What follows belongs to an exercise in optimizing a design on an open flow for small area and a short achievable clock period; a production flow would make more cautious choices.
Function was checked by simulation only, so behaviour that the tests miss may differ from the original.

==> flow/design.v (outline; a module is shown in full before it is edited, if it fits) <==
// module booth_encode: 20 lines
// module fa_cell: 11 lines
// module result_saturate: 16 lines
// module conv3x3_mac: 3002 lines
module conv3x3_mac
(
    input  logic                             clk,
    input  logic                             reset,
    input  logic                             conv_en,
    input  logic [9*16-1:0] filter_taps,
    input  logic [9*16-1:0] window_taps,
    output logic [16-1:0]           out_data,
    output logic                             out_we
);
  // ...
==> flow/run.sh <==
#!/bin/bash
# synth_recipe.tcl (not shown) runs the flow's synth.tcl, then flattens the netlist and writes it again
# the make line also repeats each setting of config.mk as NAME=value (left out here)
make -C /OpenROAD-flow-scripts/flow DESIGN_CONFIG=/design/flow/config.mk WORK_HOME=/design/flow/orfs CLKGATE_MAP_FILE= SYNTH_SCRIPT=/design/flow/synth_recipe.tcl finish
==> flow/config.mk <==
export PLATFORM = sky130hd
export DESIGN_NAME = conv3x3_mac
export DESIGN_NICKNAME = conv3x3_mac
export VERILOG_FILES = /design/flow/design.v
export SDC_FILE = /design/flow/constraint.sdc
export NUM_CORES = 4
export LEC_CHECK = 0
export ABC_AREA = 1
export CAP_MARGIN = 20
export CORE_MARGIN = 2
export CORE_UTILIZATION = 55
export SETUP_SLACK_MARGIN = 5
export SLEW_MARGIN = 20
export SYNTH_HIERARCHICAL = 1
==> flow/constraint.sdc <==
create_clock -name core_clock -period 8.5 [get_ports {clk}]
set_input_delay 1.7000 -clock core_clock [delete_from_list [all_inputs] [get_ports {clk}]]
set_output_delay 1.7000 -clock core_clock [all_outputs]
set_load 0.01 [all_outputs]
==> metrics.csv, run 1 <==
stage,metric,value,unit
placement,placed insts,7476,
hold_path,Hold Crit Depth,0,
sta,# setup viols final,0,
outcome,outcome,no timing/DRC/antenna violations,
critical_path,RR Endpoint,r2_q[85],
finish,multi-input combinational area share,61.3,%
die,width of the die,345,um
critical_path,CP startpoint kind,flip-flop,
finish,Layout clock buffers,102,
clock_tree,Root Driver,clkbuf_16,
routing,Routed met1 length,104000,um
yosys,post-synthesis cell count,6077,
critical_path,Critical-path top delay cell,xnor2_1,
clock_tree,clock sink total,652,
critical_path,CP most frequent cell,fa_2,
clock_tree,insertion delay to the later sink of the worst-skew pair,0.76,ns
critical_path,Setup crit end,r2_q[85],
finish,max reg flops,276,
sta,final hold vios,0,
die,Starting Density,55.3,%
critical_path,Slowest Stage Delay on Critical Path,0.78,ns
placement,DP HPWL,228000,um
sta,setup TNS,0,ns
==> inputs of run 2 (changes only) <==
--- a/flow/config.mk
+++ b/flow/config.mk
@@ -11,3 +11,3 @@
 export CORE_UTILIZATION = 55
-export SETUP_SLACK_MARGIN = 5
+export SETUP_SLACK_MARGIN = 4
 export SLEW_MARGIN = 20
==> metrics.csv, run 2 <==
stage,metric,value,unit,change
critical_path,CP Max Fanout,21,,was 5
finish,area grow syn2layout,8.93,%,was 37.9%
critical_path,WP data required,9.08,ns,was 9.17 ns
sta,setup TNS,0,ns,unchanged
critical_path,critical path buffer and inverter count,4,,was 1
critical_path,Slowest Stage Delay on Critical Path,0.75,ns,was 0.78 ns
sta,Rel. slew slack,22.3,%,was 25.1%
finish,fin nets,7604,,was 8321
sta,RSZ-0062 raised after global routing,true,,unchanged
critical_path,reg-to-reg startpoint,w_q[49],,was w_q[11]
critical_path,RR Endpoint,r2_q[274],,was r2_q[85]
critical_path,critical path class,flip-flop to flip-flop,,unchanged
critical_path,"setup slack, reg-to-reg",4.03,ns,was 4.55 ns
routing,vias,49900,,was 57200
grt,met3 usage,18.9,%,was 26.4%
critical_path,CP startpoint kind,flip-flop,,unchanged
grt,global-route met2 utilization,67.0,%,was 73.2%
grt,met1 Usage GRT,58.2,%,was 61.4%
critical_path,Setup crit end,r2_q[274],,was r2_q[85]
grt,Most Crowded Layer GR,met2,,unchanged
placement,dpl ws,4.08,ns,unchanged
clock_tree,clock sink total,652,,unchanged
placement,# port buffers,307,,unchanged
clock_tree,Clock transition at path regs,0.06,ns,about the same
placement,DP HPWL,228000,um,unchanged
die,Starting Density,55.3,%,unchanged
yosys,Synth Cell Area,64100,um^2,unchanged
flow_run,MaxCap Viol Count,0,,unchanged
clock_tree,CTS max path bufs,3,,unchanged
clock_tree,Num CTS Buffers,76,,unchanged
grt,largest net degree at the start of global routing,23,,was 21
grt,global route total overflow,0,,unchanged
critical_path,"Arr. time, crit path",5.05,ns,was 4.62 ns
routing,vias per cell,6.55,,was 6.86
yosys,Post-Syn Area per Cell,10.5,um^2,unchanged
sta,Slew Limit Fails,0,,unchanged
sta,minimum clock period,4.48,ns,was 3.95 ns
grt,vias in the first global route,49700,,was 55300
grt,initial antenna violation count,13,,was 15
sta,part of the cycle the worst path needs,52.6,%,was 46.5%
die,core box area,116000,um^2,unchanged
hold_path,hold crit path type,flip-flop to flip-flop,,unchanged
sta,fmax,223,MHz,was 253 MHz
grt,total track usage,47.2,%,was 52.8%
yosys,post-synthesis cell count,6077,,unchanged
yosys,Synth warnings,8,,unchanged
die,Die Y,345,um,unchanged
routing,"antenna viol nets, final",0,,unchanged
routing,DR WL/cell,37.0,um,was 39.4 um
clock_tree,post-CTS setup buffer count,0,,was 420
clock_tree,CTS tree,done,,unchanged
routing,DRC,0,,unchanged
yosys,syn nets,7651,,unchanged
routing,DRT Pass-1 Iters,8,,was 11
critical_path,Critical Path Sink Type,flip-flop,,unchanged
routing,drt first-iter violations,6860,,was 9090
die,num ports,308,,unchanged
critical_path,CP top delay family,adder cells,,unchanged
critical_path,Critical-path top delay cell,xor2_1,,was xnor2_1
sta,final hold vios,0,,unchanged
clock_tree,Root Driver,clkbuf_16,,unchanged
sta,Worst Max-Slew Pin Slew,1.16,ns,was 1.12 ns
die,FP Rows,125,,unchanged
die,DIE AREA,119000,um^2,unchanged
finish,max reg flops,276,,unchanged
clock_tree,insertion delay to the later sink of the worst-skew pair,0.73,ns,was 0.76 ns
die,width of the die,345,um,unchanged
finish,Util after Layout,60.2,%,was 76.2%
sta,clk_skew,0.0516,ns,was 0.0718 ns
finish,registers with the most flip-flops,"r2_q: 276 flops, f_q: 144 flops, w_q: 144 flops",,unchanged
sta,# setup viols final,0,,unchanged
finish,share of cells above drive strength 1,3.91,%,was 39.2%
grt,first-pass GRT wire length,390000,um,was 434000 um
finish,"commonest non-fill, non-tap cell in the layout",fa_1,,was xor2_1
critical_path,CP most frequent cell,fa_1,,was fa_2
finish,"commonest non-fill, non-tap cells in the layout","fa_1 (1229), xor2_1 (1226), o22ai_1 (1079)",,"was xor2_1 (1004), o22ai_1 (689), fa_1 (649)"
critical_path,Worst Reg2Reg Path Length in Cells,12,,was 8
placement,gpl congestion,1.11,,unchanged
critical_path,Worst path depth,12,,was 8
routing,Detailed Route WL,282000,um,was 328000 um
critical_path,CP Launch Point,w_q[49],,was w_q[11]
finish,Reg with most FFs,r2_q,,unchanged
clock_tree,H-tree depth,3,,unchanged
sta,final worst slack,4.03,ns,was 4.55 ns
outcome,outcome,no timing/DRC/antenna violations,,unchanged
critical_path,CP cell instances,"buf_4, inv_1, nor2_1, inv_1, buf_4, o22ai_1, xor2_1, fa_1, fa_1, fa_1, fa_1, ha_1",,"was buf_12, xor2_2, nand2_1, xnor2_1, fa_1, fa_2, fa_2, fa_2"
-- run 2: metrics by stage --
stage | instance area, um^2 | hold slack [ns] | std cells
6_report | 69800 | 0.327 | 7609
5_1_grt | 69800 | 0.330 | 7607
4_1_cts | 69800 | 0.330 | 7607
3_5_place_dp | 67200 | 0.314 | 7476
3_3_place_gp | 67200 | 0.312 | 7476
2_1_floorplan | 64100 | 0.310 | 6077
-- run 2: worst reg2reg max path, stage by stage, from the launching register on --
cell and delay (ns):
dfxtp_1 0.31, buf_4 0.35, inv_1 0.12, nor2_1 0.13, inv_1 0.05, buf_4 0.20
o22ai_1 0.18, xor2_1 0.75, fa_1 0.61, fa_1 0.50, fa_1 0.40, fa_1 0.48
ha_1 0.29
-- run 2: worst min-delay path by stage --
| stage | startpoint | slack (ns) | end | depth (start not counted) |
|---|---|---|---|---|
| after floorplan | r2_q[267] | 0.31 | sum_a[0] | 0 |
| after global placement | r2_q[273] | 0.31 | sum_a[3] | 0 |
| after detailed placement | r2_q[268] | 0.31 | sum_b[0] | 0 |
| after CTS | r2_q[273] | 0.33 | sum_a[3] | 0 |
| after global routing | r2_q[274] | 0.33 | sum_b[3] | 0 |
| final | r2_q[267] | 0.33 | sum_a[0] | 0 |
-- run 2: repair_timing --
action	in CTS	in global routing
hold buffers	0	0
resized for setup	0	2
setup endpoints to repair	0	7
-- run 2: metal layers --
layer / vias to the layer above / wire length (um)
li1: 19800 / -
met5: - / 98
met3: 844 / 39800
met2: 3858 / 117000
met1: 25300 / 98200
met4: 16 / 26700
-- run 2: final cells by class --
| class | count | area (um^2) |
|---|---|---|
| flip-flops and latches | 652 | 13100 |
| well taps | 1524 | 1910 |
| clock buffers | 102 | 2230 |
| fillers | 9824 | 46100 |
| inverters | 520 | 1950 |
| diodes | 2 | 5.00 |
| clock inverters | 29 | 334 |
| repair buffers | 382 | 3640 |
| multi-input cells | 4398 | 46700 |

-- separate check: timing with driven ports --
Ports are ideal in the flow. The routed layouts listed here were re-timed in OpenROAD.
Step 1: set_driving_cell puts a clkbuf_16 on clk and a buf_2 on each other input, an assumption about the parent block.
Step 2 times the ports against the registers' clock, not the clock port: input delays grow and output delays shrink by t, the midpoint of the rising clock arrivals with the driver on.
a / b / c = ideal ports / drivers / drivers and shift; a / b = the first two.
run | t (ns) | slack for setup (ns) | hold WS [ns] | worst setup path after step 2
run 1 | 0.812 | 4.549 / 4.549 / 4.549 | 0.327 / 0.327 / 0.327 | register to register
run 2 | 0.784 | 4.025 / 4.025 / 4.025 | 0.327 / 0.327 / 0.327 | register to register
After both steps setup and hold are still met in every run listed.
